From an optimization exercise on the open Yosys and OpenROAD flow, aimed at small area, a short achievable clock period and few clock cycles; shortcuts taken in it are not production practice. Only simulation tests tie the RTL to the original design; equivalence was not proved.

==> 08-17: inputs <==
==> flow/design.v <==
`timescale 1ns / 1ps
package kct_pkg;
  localparam int ROWS_DEF      = 4;
  localparam int SLOTS_DEF     = 8;
  localparam int KEY_CHARS_DEF = 8;
  localparam int KEY_FW    = 64;
  localparam int COUNT_W   = 16;
  localparam int STATUS_W  = 3;
  localparam int ROW_FW    = 2;
  localparam int SLOT_FW   = 3;
  localparam logic [COUNT_W-1:0] COUNT_MAX = '1;
  localparam logic MODE_INC = 1'b0;
  localparam logic MODE_DEC = 1'b1;
  typedef enum logic [STATUS_W-1:0] {
    ST_NEW  = 3'd0,
    ST_INC  = 3'd1,
    ST_FULL = 3'd2,
    ST_DEC  = 3'd3,
    ST_MISS = 3'd4
  } status_t;
  typedef enum logic [2:0] {
    S_CLEAR,
    S_IDLE,
    S_SCAN,
    S_UPDATE,
    S_DONE
  } state_t;
endpackage
`timescale 1ns / 1ps
import kct_pkg::*;
module keyed_count_table_unit #(
  parameter int ROWS      = kct_pkg::ROWS_DEF,
  parameter int SLOTS     = kct_pkg::SLOTS_DEF,
  parameter int KEY_CHARS = kct_pkg::KEY_CHARS_DEF
) (
  input  logic                clk,
  input  logic                rst,
  input  logic                req_valid,
  output logic                req_ready,
  input  logic                req_mode,
  input  logic [kct_pkg::KEY_FW-1:0]   req_key,
  output logic                rsp_valid,
  input  logic                rsp_ready,
  output logic [kct_pkg::STATUS_W-1:0] rsp_status,
  output logic [kct_pkg::ROW_FW-1:0]   rsp_row,
  output logic [kct_pkg::SLOT_FW-1:0]  rsp_slot,
  output logic [kct_pkg::COUNT_W-1:0]  rsp_count
);
  localparam int ENTRIES = ROWS * SLOTS;
  localparam int IDX_W   = (ENTRIES > 1) ? $clog2(ENTRIES) : 1;
  localparam int KEY_W   = 8 * KEY_CHARS;
  logic [KEY_W-1:0]   tbl_key [ENTRIES];
  logic [COUNT_W-1:0] tbl_cnt [ENTRIES];
  logic [ENTRIES-1:0] tbl_one;    
  logic [ENTRIES-1:0] w_1h;       
  logic [COUNT_W-1:0] w_cnt;
  logic               w_one;
  logic               pend;
  logic [ENTRIES-1:0] tbl_vld;
  logic [ENTRIES-1:0] vld_next;
  logic               x_vld;
  logic               x_mode;
  logic [KEY_W-1:0]   x_key;
  logic [ENTRIES-1:0] x_m;        
  logic               x_same;     
  logic               y_vld;
  logic               y_mode;
  logic [ENTRIES-1:0] y_match;    
  logic               y_hit;      
  logic [COUNT_W-1:0] y_cnt;      
  logic               y_one;      
  logic               y_ins;      
  logic               o_vld;
  logic               busy;       
  logic [STATUS_W-1:0] o_status;
  logic [IDX_W-1:0]   o_idx;
  logic [COUNT_W-1:0] o_cnt;
  logic               exec;
  logic               adv;
  logic               load;
  logic               x_vld_next;
  logic               y_vld_next;
  logic               o_vld_next;
  logic [ENTRIES-1:0] m;
  logic [COUNT_W-1:0] m_cnt;
  logic               m_one;
  logic               fwd;
  logic [COUNT_W-1:0] new_cnt;
  logic               cnt_sat;
  logic               new_one;
  logic [ENTRIES-1:0] free_1h;    
  logic [ENTRIES-1:0] free_next;
  logic               full;
  logic               alloc;
  logic [ENTRIES-1:0] alloc_1h;
  logic               freed;
  logic [ENTRIES-1:0] used_1h;
  logic [ENTRIES-1:0] keep_1h;
  logic               live;
  logic [IDX_W-1:0]   res_idx;
  logic [STATUS_W-1:0] res_status;
  logic [COUNT_W-1:0] res_cnt;
  assign exec      = y_vld && (!o_vld || rsp_ready);
  assign adv       = x_vld && (!y_vld || exec);
  assign load      = !x_vld || adv;
  assign req_ready = !busy || rsp_ready;
  assign rsp_valid  = o_vld;
  assign rsp_status = o_status;
  assign rsp_row    = o_idx[IDX_W-1:3];
  assign rsp_slot   = o_idx[2:0];
  assign rsp_count  = o_cnt;
  always_ff @(posedge clk) begin
    if (load && req_valid) begin
      x_key  <= req_key[KEY_W-1:0];
    end
    if (load) begin
      x_mode <= req_mode;
      x_same <= (x_vld || y_vld) && (x_key == req_key[KEY_W-1:0]);
      for (int i = 0; i < ENTRIES; i++) begin
        x_m[i] <= vld_next[i] && (tbl_key[i] == req_key[KEY_W-1:0]);
      end
    end
  end
  assign m = x_m;
  assign pend = |(m & w_1h);
  always_comb begin
    m_cnt = '0;
    m_one = 1'b0;
    for (int i = 0; i < ENTRIES; i++) begin
      m_cnt = m_cnt | (tbl_cnt[i] & {COUNT_W{m[i]}});
      m_one = m_one | (tbl_one[i] && m[i]);
    end
    if (pend) begin
      m_cnt = w_cnt;
      m_one = w_one;
    end
  end
  assign fwd = x_same && y_vld;
  always_ff @(posedge clk) begin
    if (adv) begin
      y_mode  <= x_mode;
      y_match <= fwd ? keep_1h : m;
      y_hit   <= fwd ? live : |m;
      y_cnt   <= fwd ? res_cnt : m_cnt;
      y_one   <= fwd ? (live && new_one) : m_one;
      y_ins   <= (x_mode == MODE_INC) && (fwd ? !live : !(|m));
    end
  end
  always_comb begin
    logic [COUNT_W-1:0] t;
    logic [COUNT_W:0]   carry;
    t        = y_cnt ^ {COUNT_W{y_mode == MODE_DEC}};
    carry[0] = 1'b1;
    for (int b = 0; b < COUNT_W; b++) begin
      carry[b+1] = carry[b] && t[b];
    end
    cnt_sat = carry[COUNT_W] && (y_mode == MODE_INC);
    new_cnt = y_cnt ^ (carry[COUNT_W-1:0] & {COUNT_W{!cnt_sat}});
  end
  assign new_one = (y_mode == MODE_DEC) ? (y_cnt == COUNT_W'(2)) : (y_cnt == '0);
  always_comb begin
    logic seen;
    seen = 1'b0;
    for (int i = 0; i < ENTRIES; i++) begin
      free_next[i] = !vld_next[i] && !seen;
      seen         = seen || !vld_next[i];
    end
  end
  assign full     = !(|free_1h);
  assign alloc    = y_ins && !full;
  assign alloc_1h = free_1h & {ENTRIES{y_ins}};    
  assign freed    = (y_mode == MODE_DEC) && y_one;
  assign used_1h  = y_match | alloc_1h;
  assign keep_1h  = alloc_1h | (y_match & {ENTRIES{!freed}});
  assign live     = alloc || (y_hit && !freed);
  always_comb begin
    res_idx = '0;
    for (int i = 0; i < ENTRIES; i++) begin
      res_idx = res_idx | (IDX_W'(i) & {IDX_W{used_1h[i]}});
    end
  end
  always_comb begin
    if (y_hit) begin
      res_status = (y_mode == MODE_DEC) ? ST_DEC : ST_INC;
      res_cnt    = new_cnt;
    end else if (alloc) begin
      res_status = ST_NEW;
      res_cnt    = new_cnt;
    end else begin
      res_status = (y_mode == MODE_DEC) ? ST_MISS : ST_FULL;
      res_cnt    = '0;
    end
  end
  always_comb begin
    vld_next = tbl_vld;
    if (exec) begin
      vld_next = alloc_1h | (tbl_vld & ~(y_match & {ENTRIES{freed}}));
    end
  end
  always_ff @(posedge clk) begin
    for (int i = 0; i < ENTRIES; i++) begin
      if (adv && !vld_next[i]) begin
        tbl_key[i] <= x_key;
      end
      if (w_1h[i]) begin
        tbl_cnt[i] <= w_cnt;
        tbl_one[i] <= w_one;
      end
    end
  end
  always_ff @(posedge clk) begin
    if (rst) begin
      w_1h <= '0;
    end else begin
      w_1h <= exec ? used_1h : '0;
    end
    w_cnt <= new_cnt;
    w_one <= new_one;
  end
  always_ff @(posedge clk) begin
    if (rst) begin
      tbl_vld <= '0;
      free_1h <= ENTRIES'(1);
    end else begin
      tbl_vld <= vld_next;
      free_1h <= free_next;
    end
  end
  always_ff @(posedge clk) begin
    if (exec) begin
      o_status <= res_status;
      o_idx    <= res_idx;
      o_cnt    <= res_cnt;
    end
  end
  assign x_vld_next = load ? req_valid : x_vld;
  assign y_vld_next = adv ? 1'b1 : (exec ? 1'b0 : y_vld);
  assign o_vld_next = exec ? 1'b1 : (rsp_ready ? 1'b0 : o_vld);
  always_ff @(posedge clk) begin
    if (rst) begin
      x_vld <= 1'b0;
      y_vld <= 1'b0;
      o_vld <= 1'b0;
      busy  <= 1'b0;
    end else begin
      x_vld <= x_vld_next;
      y_vld <= y_vld_next;
      o_vld <= o_vld_next;
      busy  <= x_vld_next && y_vld_next && o_vld_next;
    end
  end
endmodule
==> flow/run.sh <==
#!/bin/bash
# synth_recipe.tcl (not shown) runs the flow's synth.tcl, then flattens the netlist and writes it again
# the make line also repeats each setting of config.mk as NAME=value (left out here)
make -C /OpenROAD-flow-scripts/flow DESIGN_CONFIG=/design/flow/config.mk WORK_HOME=/design/flow/orfs CLKGATE_MAP_FILE= SYNTH_SCRIPT=/design/flow/synth_recipe.tcl finish
==> flow/config.mk <==
export PLATFORM = sky130hd
export DESIGN_NAME = keyed_count_table_unit
export DESIGN_NICKNAME = keyed_count_table_unit
export VERILOG_FILES = /design/flow/design.v
export SDC_FILE = /design/flow/constraint.sdc
export NUM_CORES = 4
export LEC_CHECK = 0
export CAP_MARGIN = 20
export CORE_MARGIN = 2
export CORE_UTILIZATION = 50
export CTS_CLUSTER_DIAMETER = 60
export CTS_CLUSTER_SIZE = 30
export PLACE_DENSITY = 0.65
export SETUP_SLACK_MARGIN = 2.4
export SLEW_MARGIN = 20
export TNS_END_PERCENT = 10
==> flow/constraint.sdc <==
create_clock -name core_clock -period 5.0 [get_ports {clk}]
set_input_delay 1.0000 -clock core_clock [delete_from_list [all_inputs] [get_ports {clk}]]
set_output_delay 1.0000 -clock core_clock [all_outputs]
set_load 0.01 [all_outputs]
==> 01-13 (differences from 08-17) <==
--- a/flow/design.v
+++ b/flow/design.v
@@ -54,6 +54,2 @@
   logic [ENTRIES-1:0] tbl_one;    
-  logic [ENTRIES-1:0] w_1h;       
-  logic [COUNT_W-1:0] w_cnt;
-  logic               w_one;
-  logic               pend;
   logic [ENTRIES-1:0] tbl_vld;
@@ -71,3 +67,2 @@
   logic               y_one;      
-  logic               y_ins;      
   logic               o_vld;
@@ -88,6 +83,4 @@
   logic [COUNT_W-1:0] new_cnt;
-  logic               cnt_sat;
   logic               new_one;
-  logic [ENTRIES-1:0] free_1h;    
-  logic [ENTRIES-1:0] free_next;
+  logic [ENTRIES-1:0] free_1h;
   logic               full;
@@ -124,3 +117,2 @@
   assign m = x_m;
-  assign pend = |(m & w_1h);
   always_comb begin
@@ -131,6 +123,2 @@
       m_one = m_one | (tbl_one[i] && m[i]);
-    end
-    if (pend) begin
-      m_cnt = w_cnt;
-      m_one = w_one;
     end
@@ -145,16 +133,6 @@
       y_one   <= fwd ? (live && new_one) : m_one;
-      y_ins   <= (x_mode == MODE_INC) && (fwd ? !live : !(|m));
-    end
-  end
-  always_comb begin
-    logic [COUNT_W-1:0] t;
-    logic [COUNT_W:0]   carry;
-    t        = y_cnt ^ {COUNT_W{y_mode == MODE_DEC}};
-    carry[0] = 1'b1;
-    for (int b = 0; b < COUNT_W; b++) begin
-      carry[b+1] = carry[b] && t[b];
-    end
-    cnt_sat = carry[COUNT_W] && (y_mode == MODE_INC);
-    new_cnt = y_cnt ^ (carry[COUNT_W-1:0] & {COUNT_W{!cnt_sat}});
-  end
+    end
+  end
+  assign new_cnt = (y_mode == MODE_DEC) ? y_cnt - COUNT_W'(1)
+                 : (y_cnt == COUNT_MAX) ? y_cnt : y_cnt + COUNT_W'(1);
   assign new_one = (y_mode == MODE_DEC) ? (y_cnt == COUNT_W'(2)) : (y_cnt == '0);
@@ -164,9 +142,9 @@
     for (int i = 0; i < ENTRIES; i++) begin
-      free_next[i] = !vld_next[i] && !seen;
-      seen         = seen || !vld_next[i];
-    end
-  end
-  assign full     = !(|free_1h);
-  assign alloc    = y_ins && !full;
-  assign alloc_1h = free_1h & {ENTRIES{y_ins}};    
+      free_1h[i] = !tbl_vld[i] && !seen;
+      seen       = seen || !tbl_vld[i];
+    end
+  end
+  assign full     = &tbl_vld;
+  assign alloc    = (y_mode == MODE_INC) && !y_hit && !full;
+  assign alloc_1h = free_1h & {ENTRIES{alloc}};
   assign freed    = (y_mode == MODE_DEC) && y_one;
@@ -204,16 +182,7 @@
       end
-      if (w_1h[i]) begin
-        tbl_cnt[i] <= w_cnt;
-        tbl_one[i] <= w_one;
+      if (exec && used_1h[i]) begin
+        tbl_cnt[i] <= new_cnt;
+        tbl_one[i] <= new_one;
       end
     end
-  end
-  always_ff @(posedge clk) begin
-    if (rst) begin
-      w_1h <= '0;
-    end else begin
-      w_1h <= exec ? used_1h : '0;
-    end
-    w_cnt <= new_cnt;
-    w_one <= new_one;
   end
@@ -222,6 +191,4 @@
       tbl_vld <= '0;
-      free_1h <= ENTRIES'(1);
     end else begin
       tbl_vld <= vld_next;
-      free_1h <= free_next;
     end
CORE_UTILIZATION = 40   (was 50)
PLACE_DENSITY = 0.55   (was 0.65)
SETUP_SLACK_MARGIN = 2.3   (was 2.4)
==> impl_results.md <==
- Layout Nets: 7,587
- Final GP Congestion: 0.9644
- Status: complete, no violations
- WL met1: 153.0 mm
- Fin Clk Skew: 76.06 ps
- Core area: 0.2323 sq mm
- Maximum vdd drop: 306.1 uV
# the run above: 08-17

==> impl_results.md <==
- Tap Cells: 3,762
- Status: complete, no violations
- Fin Clk Skew: 102.3 ps
- WL met1: 176.1 mm
- Final GP Congestion: 1.001
- Core area: 0.2845 sq mm
- Hold Path End: y_mode$_DFFE_PP_
# the run above: 01-13

Testbench counts of 08-17, summed over its fixed seeds: cycles 3,224.
Testbench counts of 01-13, summed over its fixed seeds: cycles 3,224.

[re-timing with driven ports]
The flow's constraints put no driver on any port. The routed layouts listed below were extracted and timed again, unchanged, in two steps.
Step 1: set_driving_cell puts a clkbuf_16 on clk and a buf_2 on each other input, an assumption about the parent block.
Step 2 times the ports against the registers' clock, not the clock port: input delays grow and output delays shrink by t, the midpoint of the rising clock arrivals with the driver on.
a / b / c = no drivers / after step 1 / after step 2; a / b = the first two.
run	t (ns)	setup WS [ns]	worst hold slack (ns)	pins driven straight from the clock port
08-17	0.961	2.023 / 2.057 / 1.096	0.538 / 0.501 / 0.538	1
01-13	0.988	2.044 / 1.976 / 1.169	0.506 / 0.499 / 0.506	1
After both steps every run listed still meets setup and hold. The setup slack of 08-17, which loses most, moves by +0.034 ns with the drivers and by -0.927 ns with both steps.
